Background: an optimization exercise with open tools, aiming at small area, a short achievable clock period and few clock cycles per item. Do not read the settings as production practice.
Function was checked by simulation only, so behaviour that the tests miss may differ from the original.

### flow/design.v
module hilo_muldiv_unit #(
  parameter int WIDTH      = 32,
  parameter int MUL_STAGES = 2
) (
  input  logic               clk,
  input  logic               rst,
  input  logic               start,
  input  logic [2:0]         op,
  input  logic [WIDTH-1:0]   a,
  input  logic [WIDTH-1:0]   b,
  input  logic               flush,
  output logic               busy,
  output logic               done,
  output logic               div_by_zero,
  output logic [WIDTH-1:0]   hi,
  output logic [WIDTH-1:0]   lo
);
  localparam logic [2:0] OP_MULT  = 3'd1;
  localparam logic [2:0] OP_MULTU = 3'd2;
  localparam logic [2:0] OP_DIV   = 3'd3;
  localparam logic [2:0] OP_DIVU  = 3'd4;
  localparam logic [2:0] OP_MTHI  = 3'd5;
  localparam logic [2:0] OP_MTLO  = 3'd6;
  localparam int CMAX = (WIDTH > MUL_STAGES) ? WIDTH : MUL_STAGES;
  localparam int CW   = $clog2(CMAX + 1);
  localparam int PW   = 2 * WIDTH;
  typedef enum logic [1:0] {
    IDLE = 2'd0,
    MUL  = 2'd1,
    DIV  = 2'd2
  } state_t;
  state_t           state_q, state_d;
  logic [CW-1:0]    cnt_q, cnt_d;
  logic [WIDTH-1:0] hi_q, hi_d;
  logic [WIDTH-1:0] lo_q, lo_d;
  logic             done_q, done_d;
  logic             dz_q, dz_d;
  logic [WIDTH-1:0] rem_q, rem_d;
  logic [WIDTH-1:0] quo_q, quo_d;
  logic [WIDTH-1:0] dvs_q, dvs_d;
  logic             qneg_q, qneg_d;
  logic             rneg_q, rneg_d;
  logic [PW-1:0]    pipe_q [MUL_STAGES];
  logic [PW-1:0]    pipe0_d;
  logic             accept;
  logic             op_valid;
  logic             sgn;
  logic [PW-1:0]    ax, bx, prod;
  logic [WIDTH-1:0] amag, bmag;
  logic [WIDTH:0]   sh, diff;
  logic             ge;
  logic [WIDTH-1:0] rem_n, quo_n;
  assign busy        = (state_q != IDLE);
  assign done        = done_q;
  assign div_by_zero = dz_q;
  assign hi          = hi_q;
  assign lo          = lo_q;
  always_comb begin
    op_valid = (op != 3'd0) && (op != 3'd7);
    accept   = start && !busy && !flush && op_valid;
    sgn      = (op == OP_MULT) || (op == OP_DIV);
    ax   = sgn ? {{WIDTH{a[WIDTH-1]}}, a} : {{WIDTH{1'b0}}, a};
    bx   = sgn ? {{WIDTH{b[WIDTH-1]}}, b} : {{WIDTH{1'b0}}, b};
    prod = ax * bx;
    amag = (sgn && a[WIDTH-1]) ? -a : a;
    bmag = (sgn && b[WIDTH-1]) ? -b : b;
  end
  always_comb begin
    sh    = {rem_q, quo_q[WIDTH-1]};
    diff  = sh - {1'b0, dvs_q};
    ge    = !diff[WIDTH];
    rem_n = ge ? diff[WIDTH-1:0] : sh[WIDTH-1:0];
    quo_n = {quo_q[WIDTH-2:0], ge};
  end
  always_comb begin
    state_d = state_q;
    cnt_d   = cnt_q;
    hi_d    = hi_q;
    lo_d    = lo_q;
    done_d  = 1'b0;
    dz_d    = 1'b0;
    rem_d   = rem_q;
    quo_d   = quo_q;
    dvs_d   = dvs_q;
    qneg_d  = qneg_q;
    rneg_d  = rneg_q;
    pipe0_d = pipe_q[0];
    unique case (state_q)
      IDLE: begin
        if (accept) begin
          case (op)
            OP_MULT, OP_MULTU: begin
              state_d = MUL;
              cnt_d   = CW'(MUL_STAGES);
              pipe0_d = prod;
            end
            OP_DIV, OP_DIVU: begin
              if (b == '0) begin
                done_d = 1'b1;
                dz_d   = 1'b1;
              end else begin
                state_d = DIV;
                cnt_d   = CW'(WIDTH);
                rem_d   = '0;
                quo_d   = amag;
                dvs_d   = bmag;
                qneg_d  = sgn && (a[WIDTH-1] ^ b[WIDTH-1]);
                rneg_d  = sgn && a[WIDTH-1];
              end
            end
            OP_MTHI: begin
              hi_d   = a;
              done_d = 1'b1;
            end
            OP_MTLO: begin
              lo_d   = a;
              done_d = 1'b1;
            end
            default: ;
          endcase
        end
      end
      MUL: begin
        if (flush) begin
          state_d = IDLE;
          cnt_d   = '0;
        end else if (cnt_q == CW'(1)) begin
          {hi_d, lo_d} = pipe_q[MUL_STAGES-1];
          done_d  = 1'b1;
          state_d = IDLE;
          cnt_d   = '0;
        end else begin
          cnt_d = cnt_q - CW'(1);
        end
      end
      DIV: begin
        if (flush) begin
          state_d = IDLE;
          cnt_d   = '0;
        end else begin
          rem_d = rem_n;
          quo_d = quo_n;
          cnt_d = cnt_q - CW'(1);
          if (cnt_q == CW'(1)) begin
            hi_d    = rneg_q ? -rem_n : rem_n;
            lo_d    = qneg_q ? -quo_n : quo_n;
            done_d  = 1'b1;
            state_d = IDLE;
          end
        end
      end
      default: state_d = IDLE;
    endcase
  end
  always_ff @(posedge clk or posedge rst) begin
    if (rst) begin
      state_q <= IDLE;
      cnt_q   <= '0;
      hi_q    <= '0;
      lo_q    <= '0;
      done_q  <= 1'b0;
      dz_q    <= 1'b0;
      rem_q   <= '0;
      quo_q   <= '0;
      dvs_q   <= '0;
      qneg_q  <= 1'b0;
      rneg_q  <= 1'b0;
    end else begin
      state_q <= state_d;
      cnt_q   <= cnt_d;
      hi_q    <= hi_d;
      lo_q    <= lo_d;
      done_q  <= done_d;
      dz_q    <= dz_d;
      rem_q   <= rem_d;
      quo_q   <= quo_d;
      dvs_q   <= dvs_d;
      qneg_q  <= qneg_d;
      rneg_q  <= rneg_d;
    end
  end
  always_ff @(posedge clk or posedge rst) begin
    if (rst) begin
      for (int i = 0; i < MUL_STAGES; i++) begin
        pipe_q[i] <= '0;
      end
    end else begin
      pipe_q[0] <= pipe0_d;
      for (int i = 1; i < MUL_STAGES; i++) begin
        pipe_q[i] <= pipe_q[i-1];
      end
    end
  end
endmodule
### flow/run.sh
#!/bin/bash
# synth_recipe.tcl (not shown) runs the flow's synth.tcl, then flattens the netlist and writes it again
# the make line also repeats each setting of config.mk as NAME=value (left out here)
make -C /OpenROAD-flow-scripts/flow DESIGN_CONFIG=/design/flow/config.mk WORK_HOME=/design/flow/orfs CLKGATE_MAP_FILE= SYNTH_SCRIPT=/design/flow/synth_recipe.tcl finish
### flow/config.mk
export PLATFORM = sky130hd
export DESIGN_NAME = hilo_muldiv_unit
export DESIGN_NICKNAME = hilo_muldiv_unit
export VERILOG_FILES = /design/flow/design.v
export SDC_FILE = /design/flow/constraint.sdc
export NUM_CORES = 4
export LEC_CHECK = 0
export CAP_MARGIN = 20
export CORE_MARGIN = 2
export CORE_UTILIZATION = 40
export SLEW_MARGIN = 20
### flow/constraint.sdc
create_clock -name core_clock -period 12.5 [get_ports {clk}]
set_input_delay 2.5000 -clock core_clock [delete_from_list [all_inputs] [get_ports {clk}]]
set_output_delay 2.5000 -clock core_clock [all_outputs]
set_load 0.01 [all_outputs]
==> notes.md <==
-- flip-flops by register name, summed over array words and instances (netlist names) --
register / flops
quo_q: 32
dvs_q: 32
state_q: 2
qneg_q: 1
lo_q: 32
hi_q: 32
done_q: 1
pipe_q: 128
rem_q: 32
cnt_q: 6
dz_q: 1
rneg_q: 1
-- Yosys cell counts, drive strengths merged (14+ instances only) --
cell	number
inv	1606
fa	1419
nand2	1067
and2	360
ha	354
clkbuf	308
dfrtp	300
o21ai	250
a21oi	196
nor2	177
xnor2	171
o31ai	93
xor2	83
buf	77
a21o	63
a221oi	40
and3	34
nor3	34
or3	32
nand3	26
a211oi	21
or4	20
o21a	19
o21bai	19
nand2b	18
nor2b	16
mux2i	14
-- layout by cell type (no fill, tap or decap), types with 91 or more instances in the layout --
| cell type | instances |
|---|---|
| sky130_fd_sc_hd__xnor2_1 | 171 |
| sky130_fd_sc_hd__nor2_1 | 176 |
| sky130_fd_sc_hd__o31ai_1 | 91 |
| sky130_fd_sc_hd__dfrtp_1 | 300 |
| sky130_fd_sc_hd__and2_1 | 358 |
| sky130_fd_sc_hd__fa_1 | 1419 |
| sky130_fd_sc_hd__o21ai_0 | 239 |
| sky130_fd_sc_hd__buf_4 | 179 |
| sky130_fd_sc_hd__clkdlybuf4s50_1 | 91 |
| sky130_fd_sc_hd__a21oi_1 | 196 |
| sky130_fd_sc_hd__ha_1 | 351 |
| sky130_fd_sc_hd__inv_1 | 1604 |
| sky130_fd_sc_hd__nand2_1 | 1065 |
-- cell families (layout without fill, tap and decap cells) --
family / count (synthesis) / in the layout / synth area share
xor+xnor: 254 / 254 / 0.03474
compound gates: 807 / 807 / 0.08151
mux: 24 / 24 / 0.003946
other cells: 0 / 3 / 0
flops: 300 / 300 / 0.1172
simple gates: 1843 / 1843 / 0.1320
buf+inv: 1991 / 2002 / 0.1179
fa+ha+maj: 1773 / 1773 / 0.5127
-- metrics by stage --
stage	hold WS (ns)	setup WS, ns	cell area, um^2
floorplan	0.3461	0.6708	64040
global placement	0.3543	0.1971	68180
detailed placement	0.3584	0.2497	68180
CTS	0.3730	0.8399	69230
global route	0.3781	0.1702	69260
finish	0.3713	0.7895	69270
-- metal layers --
layer,wire length [um],vias to the layer above,share of wire
li1,-,20880,-
met1,85150,24630,0.42
met2,97500,1540,0.48
met3,12470,302,0.061
met4,7766,4,0.038
met5,33,-,0.00016
-- worst min-delay path by stage --
stage               slack [ns]            end          start  depth (start not counted)
detailed placement        0.36  pipe_q[1][10]  pipe_q[0][10]                          0
global placement          0.35   pipe_q[1][2]   pipe_q[0][2]                          0
global route              0.38  pipe_q[1][32]  pipe_q[0][32]                          0
floorplan                 0.35  pipe_q[1][63]  pipe_q[0][63]                          0
CTS                       0.37  pipe_q[1][10]  pipe_q[0][10]                          0
finish                    0.37  pipe_q[1][38]  pipe_q[0][38]                          0
-- area by class of cell --
type                    count  area share
clock buffers              38     0.01216
multi-input cells        4701      0.7080
diodes                      3   0.0001084
flip-flops and latches    300      0.1084
repair buffers            343     0.04379
clock inverters            15    0.002962
well taps                2072     0.03743
inverters                1606     0.08714
==> out/qor.log <==
INFO  outcome        run_status=timing/DRC/antenna clean
INFO  yosys          netlist_top_cells_area=sky130_fd_sc_hd__fa_1 (44%), sky130_fd_sc_hd__dfrtp_1 (12%), sky130_fd_sc_hd__inv_1 (9.4%)
INFO  timing         maxClockFrequency=85.39MHz
INFO  worst_setup_path largest_driver_fanout_on_the_critical_path=8
INFO  clock_tree     clk_root_buffer_cell=sky130_fd_sc_hd__clkbuf_16
INFO  floorplan      die_w=404.1um
INFO  worst_setup_path critPathKind=primary input to flop
INFO  grt            grt_overflow=0
INFO  routing        remaining_drc_errors=0
INFO  clock_tree     cts_setup_buffers=0
INFO  worst_setup_path cp-end-kind=flop
INFO  clock_tree     clk_pin_slew=0.06ns
INFO  grt            grt_max_degree=190
INFO  worst_setup_path worst-endpoint-required=12.97ns
INFO  floorplan      fp.dieArea=163300um^2
INFO  worst_setup_path rr_endpoint=hi_q[12]
INFO  clock_tree     clkLatencyLatePin=0.58ns
INFO  timing         hold_viol_final=0
INFO  clock_tree     cts_hold_buffers=0
INFO  floorplan      initial_core_util=0.4034
INFO  grt            grt.busiest_layer=met2
INFO  yosys          synthesis.instances=6992
INFO  timing         worst_pin_slew=1.149ns
INFO  worst_setup_path critical-path-max-stage-delay=0.58ns
INFO  yosys          synthesis.area=64040um^2
INFO  yosys          synth_cell_types=88
INFO  worst_setup_path critical_path_depth=35
INFO  worst_setup_path start_kind=primary input
INFO  timing         fin_crit=11.71ns
INFO  yosys          synth.yosys.seq_area_share=0.1172
INFO  final_layout   area_growth_syn_to_layout=8.157%
INFO  yosys          number_of_synthesized_flops_with_an_enable_pin=0
INFO  floorplan      core_area=158700um^2
INFO  routing        final_antenna_net_count=0
INFO  grt            globalRouteTotalUtil=0.2547
INFO  yosys          synth_seq_cells=300
INFO  worst_setup_path critPathArrivalTime=12.18ns
INFO  routing        drtPass1Iterations=7
INFO  timing         slew_viol_final=0
INFO  placement      port_buffers=137
INFO  final_layout   seqCellArea=7507um^2
INFO  worst_setup_path slowest_stage=sky130_fd_sc_hd__fa_1
INFO  timing         worst_clock_skew=0.01455ns
INFO  final_layout   finish.utilization=0.4363
INFO  routing        routed_wirelength=202.9mm
INFO  floorplan      floorplan.rows=146
INFO  yosys          synth_async_sr_flop_share=1.000
INFO  timing         grt_setup_unrepaired=false
INFO  worst_setup_path critical_path_buf_inv_count=10
INFO  clock_tree     cts_sinks=300
INFO  final_layout   nets=8826
INFO  final_layout   layout.filler_cells=15.51k
INFO  grt            global_route_wire_length_before_repair=315.5mm
INFO  grt            grt.met2_usage=0.4323
INFO  routing        routed_wire_length_per_instance=22.35um
INFO  placement      detailedPlacementHpwl=167.0mm
INFO  floorplan      top_level_ports=138
INFO  yosys          synthesis.area_per_instance=9.159um^2
INFO  grt            first_global_vias=51.15k
INFO  final_layout   layout-drive-gt1-share=0.05283
INFO  worst_setup_path top_cell_family_by_delay_on_the_critical_path=adder cells
INFO  hold_path      timing.hold.worst.class=flop to flop
INFO  clock_tree     cts_buffers=30
INFO  placement      gpl.final_weighted_congestion=0.9592
INFO  routing        routed-via-count=47.35k
INFO  yosys          synth_flop_cell=sky130_fd_sc_hd__dfrtp_1
INFO  timing         report.final.setup_viol=0
INFO  timing         slew-limit-headroom=0.2342
INFO  worst_setup_path rr_worst_depth=18
INFO  routing        drt_iter0_drc=3498
INFO  worst_setup_path critical_path.reg2reg.startpoint=quo_q[31]
INFO  grt            grt.met3_usage=0.02845
INFO  worst_setup_path worst_path_most_repeated_cell=sky130_fd_sc_hd__fa_1
INFO  grt            grtUsageMet1=0.3399
INFO  clock_tree     cts_h_tree_lvls=1
INFO  job            maxCapViolations=0
INFO  floorplan      die-height=404.1um
INFO  yosys          yosysWarningCount=2
INFO  clock_tree     cts_resized=0
INFO  yosys          fraction_of_synthesized_cell_area_taken_by_the_top_area_cell_type=0.4436
INFO  routing        route.detailed.vias_per_inst=5.216
INFO  timing         setup_tns=0ns
INFO  grt            initial_antenna_violation_count=9
INFO  worst_setup_path setup.reg_to_reg.worst_slack=6.75ns
INFO  final_layout   instances_no_fill=9078
INFO  placement      place_inst=9021
INFO  clock_tree     tritoncts=yes
INFO  timing         fin_crit_sh=0.9368
INFO  final_layout   multi_input_comb_area=49040um^2
INFO  yosys          postSynthNetCount=8836
INFO  worst_setup_path critPathCapture=pipe_q[0][60]
INFO  worst_setup_path crit_start=op[0]
INFO  clock_tree     cts.path.max_buffers=3
INFO  yosys          yosysTopAreaCell=sky130_fd_sc_hd__fa_1
Testbench counts, summed over its fixed seeds: cycles 46,830, items 4,800.

==> separate check: timing with driven ports <==
How much do the figures lean on ideal ports? The routed layout below was timed once more, with nothing changed but the port constraints.
Step 1 (the two cells are an assumption about what drives the block):
set clk [get_ports {clk}]
set_driving_cell -lib_cell sky130_fd_sc_hd__clkbuf_16 $clk
set_driving_cell -lib_cell sky130_fd_sc_hd__buf_2 [delete_from_list [all_inputs] $clk]
Step 2 adds t to the input delays and takes it off the output delays; t is the mean of the earliest and latest rising clock arrival at the registers after step 1. Input paths then give back, and output paths get back, about the clock's delay inside the block.
Slacks: no drivers / after step 1 / after step 2; pairs: no drivers / after step 1.
t, ns: 0.649
slack for setup (ns): 0.789 / 0.831 / 0.182
hold slack, ns: 0.371 / 0.371 / 0.371
worst setup path at the end: input to register
worst register clock-pin slew, ns: 0.07 / 0.07
After both steps this run still meets setup and hold. The setup slack of this run moves by +0.042 ns with the drivers and by -0.607 ns with both steps.
